This design comes from an exercise in tuning for small area on the open sky130 flow, not from production work.
Power figures rest on the tool's default switching activity, not on a simulated workload.

==> flow/design.v <==
package froggerPkg;
	typedef logic [10-1:0] coord_t;
	typedef enum logic [5:0]
	{
		colWhite      = 6'd0,
		colGreen      = 6'd2,
		colRed        = 6'd3,
		colLightBlue  = 6'd4,
		colYellow     = 6'd5,
		colOrange     = 6'd7,
		colBrown      = 6'd8,
		colPurple     = 6'd9,
		colDarkBlue   = 6'd10,
		colLightGreen = 6'd12,
		colDarkGrey   = 6'd13
	} colorCode_t;
endpackage
`timescale 1ns/1ps
module trafficLane
#(
	parameter [10-1:0] spriteW = 1,
	parameter [0:0] moveLeft = 1'b1,
	parameter [10-1:0] start0  = 0,
	parameter [10-1:0] start1  = 0,
	parameter [10-1:0] start2  = 0,
	parameter [10-1:0] start3  = 0,
	parameter [10-1:0] start4  = 0
)
(
	input  froggerPkg::coord_t phase,
	input  logic signed [10+1:0] drawZ,
	input  logic signed [10+1:0] frogZ,
	output logic   drawHit,
	output logic   frogHit
);
	localparam int numVeh = 5;
	localparam int period = 640 + 1;
	localparam logic [numVeh*10-1:0] startPos = {start4, start3, start2, start1, start0};
	logic [numVeh-1:0] wrapped;
	always_comb
	begin
		for (int i = 0; i < numVeh; i++)
		begin
			if (moveLeft)
				wrapped[i] = phase > startPos[i*10 +: 10];
			else
				wrapped[i] = phase >= 10'(period) - startPos[i*10 +: 10];
		end
	end
	function automatic logic onVehicle(input logic signed [10+1:0] z, input logic [numVeh-1:0] wr);
		int s;
		int sw;
		onVehicle = 1'b0;
		for (int i = 0; i < numVeh; i++)
		begin
			s = int'(startPos[i*10 +: 10]);
			sw = moveLeft ? s + period : s - period;
			onVehicle = onVehicle |
				(!wr[i] && (z >= s) && (z < s + int'(spriteW))) |
				(wr[i] && (z >= sw) && (z < sw + int'(spriteW)));
		end
	endfunction
	assign drawHit = onVehicle(drawZ, wrapped);
	assign frogHit = onVehicle(frogZ, wrapped);
endmodule
`timescale 1ns/1ps
module timeBar
(
	input  logic   clk_4Hz,
	input  logic   arstN,
	input  froggerPkg::coord_t drawX,
	input  froggerPkg::coord_t drawY,
	output logic   barHit
);
	localparam int divW   = $clog2(4);
	localparam int widthW = $clog2(160 + 1);
	logic [divW-1:0]   divCnt;
	logic [widthW-1:0] barWidth;
	always_ff @(posedge clk_4Hz or negedge arstN)
	begin
		if (!arstN)
		begin
			divCnt   <= '0;
			barWidth <= widthW'(160);
		end
		else
		begin
			divCnt <= divCnt + 1'b1;
			if (divCnt == divW'(4 - 1))
				barWidth <= (barWidth == '0) ? widthW'(160) : barWidth - 1'b1;
		end
	end
	logic [10:0] rel;
	logic c;
	logic inBar;
	always_comb
	begin
		rel = {1'b0, drawX} - 430;
		c = 1'b0;
		for (int i = 0; i < widthW; i++)
			c = (~rel[i] & barWidth[i]) | (c & ~(rel[i] ^ barWidth[i]));
		inBar = c && (rel[10:widthW] == '0);
	end
	assign barHit = inBar && (drawY >= 400) && (drawY < 400 + 15);
endmodule
`timescale 1ns/1ps
module hudOverlay
(
	input  froggerPkg::coord_t     drawX,
	input  froggerPkg::coord_t     drawY,
	input  logic [2:0] lives,
	output logic       heartHit,
	output logic       lineHit,
	output logic       waterHit
);
	localparam int numHearts = 3;
	logic [numHearts-1:0] heartVec;
	for (genvar k = 0; k < numHearts; k++)
	begin : genHeart
		localparam froggerPkg::coord_t heartX = 10'(100 + k * 20);
		assign heartVec[k] = (lives > k) && (lives <= 3'd3) &&
			(drawX >= heartX) && (drawX < heartX + 14) &&
			(drawY >= 400) && (drawY < 400 + 12);
	end
	assign heartHit = |heartVec;
	assign lineHit = ((drawY >= 240) && (drawY <= 260)) ||
		((drawY >= 360) && (drawY <= 380));
	assign waterHit = drawY < 240;
endmodule
`timescale 1ns/1ps
module sceneMixer
(
	input  froggerPkg::coord_t     frogX,
	input  froggerPkg::coord_t     frogY,
	input  froggerPkg::coord_t     drawX,
	input  froggerPkg::coord_t     drawY,
	input  logic [4:0] laneDrawHit,
	input  logic       barHit,
	input  logic       heartHit,
	input  logic       lineHit,
	input  logic       waterHit,
	output froggerPkg::colorCode_t colorCode
);
	function automatic logic [10:0] subRipple(input froggerPkg::coord_t a, input froggerPkg::coord_t b);
		logic c;
		c = 1'b1;
		for (int i = 0; i < 10; i++)
		begin
			subRipple[i] = a[i] ^ ~b[i] ^ c;
			c = (a[i] & ~b[i]) | (c & (a[i] ^ ~b[i]));
		end
		subRipple[10] = ~c;
	endfunction
	logic [10:0] dx;
	logic [10:0] dy;
	logic frogBox;
	assign dx = subRipple(drawX, frogX);
	assign dy = subRipple(drawY, frogY);
	assign frogBox = (dx < 17) && (dy < 16);
	always_comb
	begin
		colorCode = froggerPkg::colDarkGrey;
		if (frogBox)
			colorCode = froggerPkg::colLightGreen;
		else if (laneDrawHit[0])
			colorCode = froggerPkg::colRed;
		else if (laneDrawHit[1])
			colorCode = froggerPkg::colYellow;
		else if (laneDrawHit[2])
			colorCode = froggerPkg::colOrange;
		else if (laneDrawHit[3])
			colorCode = froggerPkg::colDarkBlue;
		else if (laneDrawHit[4])
			colorCode = froggerPkg::colBrown;
		else if (lineHit)
			colorCode = froggerPkg::colPurple;
		else if (barHit)
			colorCode = froggerPkg::colGreen;
		else if (heartHit)
			colorCode = froggerPkg::colRed;
		else if (waterHit)
			colorCode = froggerPkg::colLightBlue;
	end
endmodule
`timescale 1ns/1ps
module frogScene
(
	input  logic       clk_4Hz,
	input  logic       arstN,
	input  froggerPkg::coord_t     frogX,
	input  froggerPkg::coord_t     frogY,
	input  froggerPkg::coord_t     drawX,
	input  froggerPkg::coord_t     drawY,
	input  logic [2:0] lives,
	output froggerPkg::colorCode_t colorCode,
	output logic       collision
);
	logic [4:0] laneDrawHit;
	logic [4:0] laneFrogHit;
	logic [4:0] laneDrawX;
	logic [4:0] laneFrogX;
	logic [4:0] drawRow;
	logic [4:0] frogRow;
	logic barHit;
	logic heartHit;
	logic lineHit;
	logic waterHit;
	froggerPkg::coord_t phase;
	always_ff @(posedge clk_4Hz or negedge arstN)
	begin
		if (!arstN)
		begin
			phase     <= '0;
			collision <= 1'b0;
		end
		else
		begin
			phase     <= (phase == 10'(640)) ? '0 : phase + 1'b1;
			collision <= |laneFrogHit;
		end
	end
	function automatic logic [4:0] rowOf(input froggerPkg::coord_t py);
		rowOf[0] = (py >= 342) && (py < 342 + 16);
		rowOf[1] = (py >= 323) && (py < 323 + 14);
		rowOf[2] = (py >= 302) && (py < 302 + 16);
		rowOf[3] = (py >= 284) && (py < 284 + 12);
		rowOf[4] = (py >= 263) && (py < 263 + 14);
	endfunction
	function automatic logic rightRow(input froggerPkg::coord_t py);
		logic [4:0] r;
		r = rowOf(py);
		rightRow = (r[0] && !1'b1) || (r[1] && !1'b0) || (r[2] && !1'b1) ||
			(r[3] && !1'b0) || (r[4] && !1'b1);
	endfunction
	assign drawRow = rowOf(drawY);
	assign frogRow = rowOf(frogY);
	logic signed [10+1:0] drawZ;
	logic signed [10+1:0] frogZ;
	assign drawZ = rightRow(drawY) ? $signed({2'b0, drawX}) - $signed({2'b0, phase}) :
		$signed({2'b0, drawX}) + $signed({2'b0, phase});
	assign frogZ = rightRow(frogY) ? $signed({2'b0, frogX}) - $signed({2'b0, phase}) :
		$signed({2'b0, frogX}) + $signed({2'b0, phase});
	trafficLane #(
		.spriteW(25), .moveLeft(1'b1),
		.start0(440), .start1(400), .start2(280),
		.start3(200), .start4(100)
	) i_fireLane (.phase, .drawZ, .frogZ, .drawHit(laneDrawX[0]), .frogHit(laneFrogX[0]));
	trafficLane #(
		.spriteW(19), .moveLeft(1'b0),
		.start0(440), .start1(400), .start2(300),
		.start3(180), .start4(60)
	) i_busLane (.phase, .drawZ, .frogZ, .drawHit(laneDrawX[1]), .frogHit(laneFrogX[1]));
	trafficLane #(
		.spriteW(23), .moveLeft(1'b1),
		.start0(440), .start1(400), .start2(300),
		.start3(250), .start4(120)
	) i_motoLane (.phase, .drawZ, .frogZ, .drawHit(laneDrawX[2]), .frogHit(laneFrogX[2]));
	trafficLane #(
		.spriteW(28), .moveLeft(1'b0),
		.start0(440), .start1(60), .start2(380),
		.start3(600), .start4(560)
	) i_policeLane (.phase, .drawZ, .frogZ, .drawHit(laneDrawX[3]), .frogHit(laneFrogX[3]));
	trafficLane #(
		.spriteW(25), .moveLeft(1'b1),
		.start0(440), .start1(380), .start2(300),
		.start3(150), .start4(90)
	) i_truckLane (.phase, .drawZ, .frogZ, .drawHit(laneDrawX[4]), .frogHit(laneFrogX[4]));
	assign laneDrawHit = laneDrawX & drawRow;
	assign laneFrogHit = laneFrogX & frogRow;
	timeBar i_timeBar (.clk_4Hz, .arstN, .drawX, .drawY, .barHit);
	hudOverlay i_hudOverlay (.drawX, .drawY, .lives, .heartHit, .lineHit, .waterHit);
	sceneMixer i_sceneMixer (
		.frogX, .frogY, .drawX, .drawY, .laneDrawHit,
		.barHit, .heartHit, .lineHit, .waterHit,
		.colorCode
	);
endmodule
clock: 10.0 ns
lec_check: 0
cap_margin: 20
core_margin: 2
core_utilization: 40
slew_margin: 20
run.sh (not shown) runs the stock make flow with config.mk's settings and CLKGATE_MAP_FILE= SYNTH_SCRIPT=/design/flow/synth_recipe.tcl, a recipe that flattens the netlist after the stock synthesis.
The first run finished with timing, DRC and antenna clean.
Edit:
==> flow/flow/run.sh (new file) <==
#!/bin/bash
# Layout flow: the standard ORFS flow, with an area-oriented ABC mapping script in
# synthesis and no separate full/half-adder extraction (ABC maps the adders with the rest).
# Everything after synthesis is the standard flow.
set -euo pipefail
HERE=$(pwd)

# synthesis script: the standard flow's own, with the abc command pointed at our script
{
	head -n 1 synth_recipe.tcl
	cat flow/abc_override.tcl
	tail -n +2 synth_recipe.tcl
} > my_synth.tcl
export MY_ABC_SCRIPT=$HERE/flow/area.abc

bash standard.sh SYNTH_SCRIPT=$HERE/my_synth.tcl ADDER_MAP_FILE= finish > flow.log 2>&1
==> flow/flow/abc_override.tcl (new file) <==
# run abc with the flow's own mapping script
proc abc {args} {
	set i [lsearch -exact $args -script]
	if { $i >= 0 } {
		lset args [expr { $i + 1 }] $::env(MY_ABC_SCRIPT)
	}
	yosys abc {*}$args
}
==> flow/flow/area.abc (new file) <==
strash
ifraig
dc2
dc2
dch -f
amap
topo
stime
==> flow/standard.sh (new file) <==
#!/bin/bash
# synth_recipe.tcl (not shown) runs the flow's synth.tcl, then flattens the netlist and writes it again
# the make line also repeats each setting of config.mk as NAME=value (left out here)
make -C /OpenROAD-flow-scripts/flow DESIGN_CONFIG=/design/flow/config.mk WORK_HOME=/design/flow/orfs CLKGATE_MAP_FILE= SYNTH_SCRIPT=/design/flow/synth_recipe.tcl "${@:-finish}"
removed: flow/run.sh
Result: Utilization rose by 7.5 points. First-iteration DRC count fell by about 13%. Routed wire length fell by 7.3%. Power fell by about 6%. Final cell count fell by about 0.4%. Fmax fell by about 1.6%.
No functional check of the RTL was part of any run of this note.

-- port drivers added, routing unchanged --
Ports are ideal in the flow. The routed layouts listed here were re-timed in OpenROAD.
Step 1 sets driving cells, clkbuf_16 on the clock port and buf_2 on the other inputs (assumed; they add their load-dependent delay and slew).
Step 2 times the ports against the registers' clock, not the clock port: input delays grow and output delays shrink by t, the midpoint of the rising clock arrivals with the driver on.
Slacks: ideal / step 1 / step 2; pairs: ideal / step 1.
| run | t, ns | slack for setup (ns) | worst hold slack (ns) |
|---|---|---|---|
| the first run | 0.275 | 0.440 / 0.409 / 0.409 | 0.425 / 0.425 / 0.425 |
| the second run | 0.284 | 0.289 / 0.266 / 0.266 | 0.466 / 0.466 / 0.466 |
After both steps every run listed still meets setup and hold. The setup slack of the first run, which loses most, moves by -0.031 ns with the drivers and by -0.031 ns with both steps.
